From an optimization exercise on the open Yosys and OpenROAD flow, aimed at small area; shortcuts taken in it are not production practice.
The RTL was checked by simulation tests, not by an equivalence proof against the original design.
Power and IR drop assume default switching activity.

lane 1:
==> flow/design.v (excerpt) <==
module id_stage_top (
    input  logic        CLK,
    input  logic        RST,
    input  logic [31:0] fetch_pc1,
    input  logic [31:0] fetch_pc2,
    input  logic [31:0] fetch_inst1,
    input  logic [31:0] fetch_inst2,
    input  logic [31:0] clr_w_mask,
    input  logic        ex_set_pc,
    input  logic [31:0] ex_pc,
    output logic [31:0] ctrl1,
    output logic [31:0] ctrl2,
    output logic        id_set_pc,
    output logic [31:0] id_pc
);
Size in the first run: about 900 cells after synthesis, about 120 flip-flops, about 290 I/O pins.
==> flow/config.mk <==
export PLATFORM = sky130hd
export DESIGN_NAME = id_stage_top
export DESIGN_NICKNAME = id_stage_top
export VERILOG_FILES = /design/flow/design.v
export SDC_FILE = /design/flow/constraint.sdc
export NUM_CORES = 4
export LEC_CHECK = 0
export CAP_MARGIN = 20
export CORE_MARGIN = 2
export CORE_UTILIZATION = 55
export GPL_TIMING_DRIVEN = 0
export SLEW_MARGIN = 20
==> flow/constraint.sdc <==
create_clock -name core_clock -period 5.5 [get_ports {CLK}]
set_input_delay 1.1000 -clock core_clock [delete_from_list [all_inputs] [get_ports {CLK}]]
set_output_delay 1.1000 -clock core_clock [all_outputs]
set_load 0.01 [all_outputs]
standard.sh (not shown) runs the stock make flow with config.mk's settings and CLKGATE_MAP_FILE= SYNTH_SCRIPT=/design/flow/synth_recipe.tcl, a recipe that flattens the netlist after the stock synthesis.
==> flow/flow/run.sh <==
#!/bin/bash
# The standard layout (standard.sh) with these changes:
#  - synthesis: synth_recipe.tcl unchanged, except that ABC maps with the
#    area-oriented script flow/abc.script instead of ORFS's speed script;
#  - port buffers: the smallest buffer (buf_1) instead of buffer_ports' pick;
#  - clock tree: clkbuf_4 buffers, clusters of at most 12 sinks, no dummy loads;
set -euo pipefail
here=$(pwd)
{
  echo 'proc abc {args} {'
  echo '  set i [lsearch $args -script]'
  echo "  if {\$i >= 0} { lset args [expr {\$i + 1}] $here/flow/abc.script }"
  echo '  yosys abc {*}$args'
  echo '}'
  cat synth_recipe.tcl
} > own_synth.tcl
sed "s|SYNTH_SCRIPT=[^ ]*|SYNTH_SCRIPT=$here/own_synth.tcl|" standard.sh > own_standard.sh
grep -q "SYNTH_SCRIPT=$here/own_synth.tcl" own_standard.sh
export BUFFER_PORTS_ARGS="-buffer_cell sky130_fd_sc_hd__buf_1"
export CTS_ARGS="-sink_clustering_enable -repair_clock_nets -buf_list sky130_fd_sc_hd__clkbuf_4 -sink_clustering_size 12 -dont_use_dummy_load"
export REMOVE_ABC_BUFFERS=1
bash own_standard.sh > standard.log 2>&1
==> flow/flow/abc.script <==
&get -n
&st
&dch
&nf -R 1000
&st
&syn2
&if -g -K 6
&synch2
&nf -R 1000
&st
&dch
&nf -R 1000
&put
Inputs modified between lane 1 and lane 2:
diff --git a/flow/flow/run.sh b/flow/flow/run.sh
--- a/flow/flow/run.sh
+++ b/flow/flow/run.sh
@@ -6,0 +7 @@
+#  - power recovery (downsizing off the critical paths) after global routing.
@@ -21 +22 @@
-export REMOVE_ABC_BUFFERS=1
+export RECOVER_POWER=100
diff --git a/flow/config.mk b/flow/config.mk
--- a/flow/config.mk
+++ b/flow/config.mk
@@ -10,2 +10 @@
-export CORE_UTILIZATION = 55
-export GPL_TIMING_DRIVEN = 0
+export CORE_UTILIZATION = 60
--- outcome ---
- Re maximum fanout count along the critical path: lane 2 and lane 1 aren't equal, and the higher value belongs to lane 2.
- Between lane 1 and lane 2, the flow reports power increasing slightly.
- Die boundary width | lane 2 below lane 1
- Cmp lane 2 vs lane 1: post-route cell area higher in lane 2
- The final reports for lane 2 and lane 1 show final-layout non-clock buffer area share higher in the former.
- Of lane 2 and lane 1, lane 2 shows the higher global-route usage, with lane 1 below it.
- Going from lane 1 to lane 2, met3 track utilization from global routing grows by 0.84 points.
- Lane 2: flow complete, layout not clean; failing: capacitance limit, slew limit
- Cmp lane 2 and lane 1 / register area / higher: lane 1
- Die area | lane 2 < lane 1
- Sum of routed wire segments on met1: lane 2 vs lane 1 down 45 µm
- Of lane 2 and lane 1, the lower met2 global-route usage belongs to lane 1.
Changes in lane 3 relative to lane 2:
==> flow/flow/run.sh <==
#!/bin/bash
set -euo pipefail
export BUFFER_PORTS_ARGS="-buffer_cell sky130_fd_sc_hd__buf_1"
bash standard.sh > standard.log 2>&1
diff --git a/flow/config.mk b/flow/config.mk
--- a/flow/config.mk
+++ b/flow/config.mk
@@ -10,0 +11 @@
+export CTS_BUF_LIST = sky130_fd_sc_hd__clkbuf_4
removed: flow/flow/abc.script
[summary]
Every run in lane 2 and lane 3 closed cleanly, with the single exception of lane 2. Lane 2 → lane 3: count of placed standard cells in the final layout, fillers left out picked up an extra about 6%, utilization lost 3.4 points, final wirelength picked up an extra 3700 µm, latest clock arrival within the worst-skew pair picked up an extra 0.02 ns. In the flow results for lane 2 and lane 3, the combinational group share of total power is larger on lane 2. Taking lane 3 over lane 2, the maximum number of pins on one net before global-route repair ratio works out to 1.06. The share of the clock period used by the worst path in lane 3 sits 2.7 points below the value recorded for lane 2. Lane 2 → lane 3: net switching power of the design went up by 24%; met1 layer wirelength in the final routing shows an increase of about 20%.

==> separate check: timing with driven ports <==
In the flow no input, the clock included, has a driving cell. The finished layouts below were timed again as built, in two steps.
Step 1, drivers: a clkbuf_16 drives CLK and a buf_2 each remaining input, both assumed.
Step 2 adds t to the input delays and takes it off the output delays; t is the mean of the earliest and latest rising clock arrival at the registers after step 1. Input paths then give back, and output paths get back, about the clock's delay inside the block.
Slacks: ideal ports / drivers / drivers and shift; pairs: ideal ports / drivers.
run | shift t [ns] | setup slack, ns | latest minus earliest clock arrival (ns)
lane 1 | 0.540 | 0.319 / 0.319 / -0.082 | 0.041 / 0.041
lane 2 | 0.555 | 0.548 / 0.548 / 0.356 | 0.045 / 0.045
lane 3 | 0.585 | 0.698 / 0.698 / 0.455 | 0.015 / 0.015
With both steps, setup timing fails in lane 1, where it was met with ideal ports. The setup slack of lane 1, which loses most, moves by 0.000 ns with the drivers and by -0.401 ns with both steps.
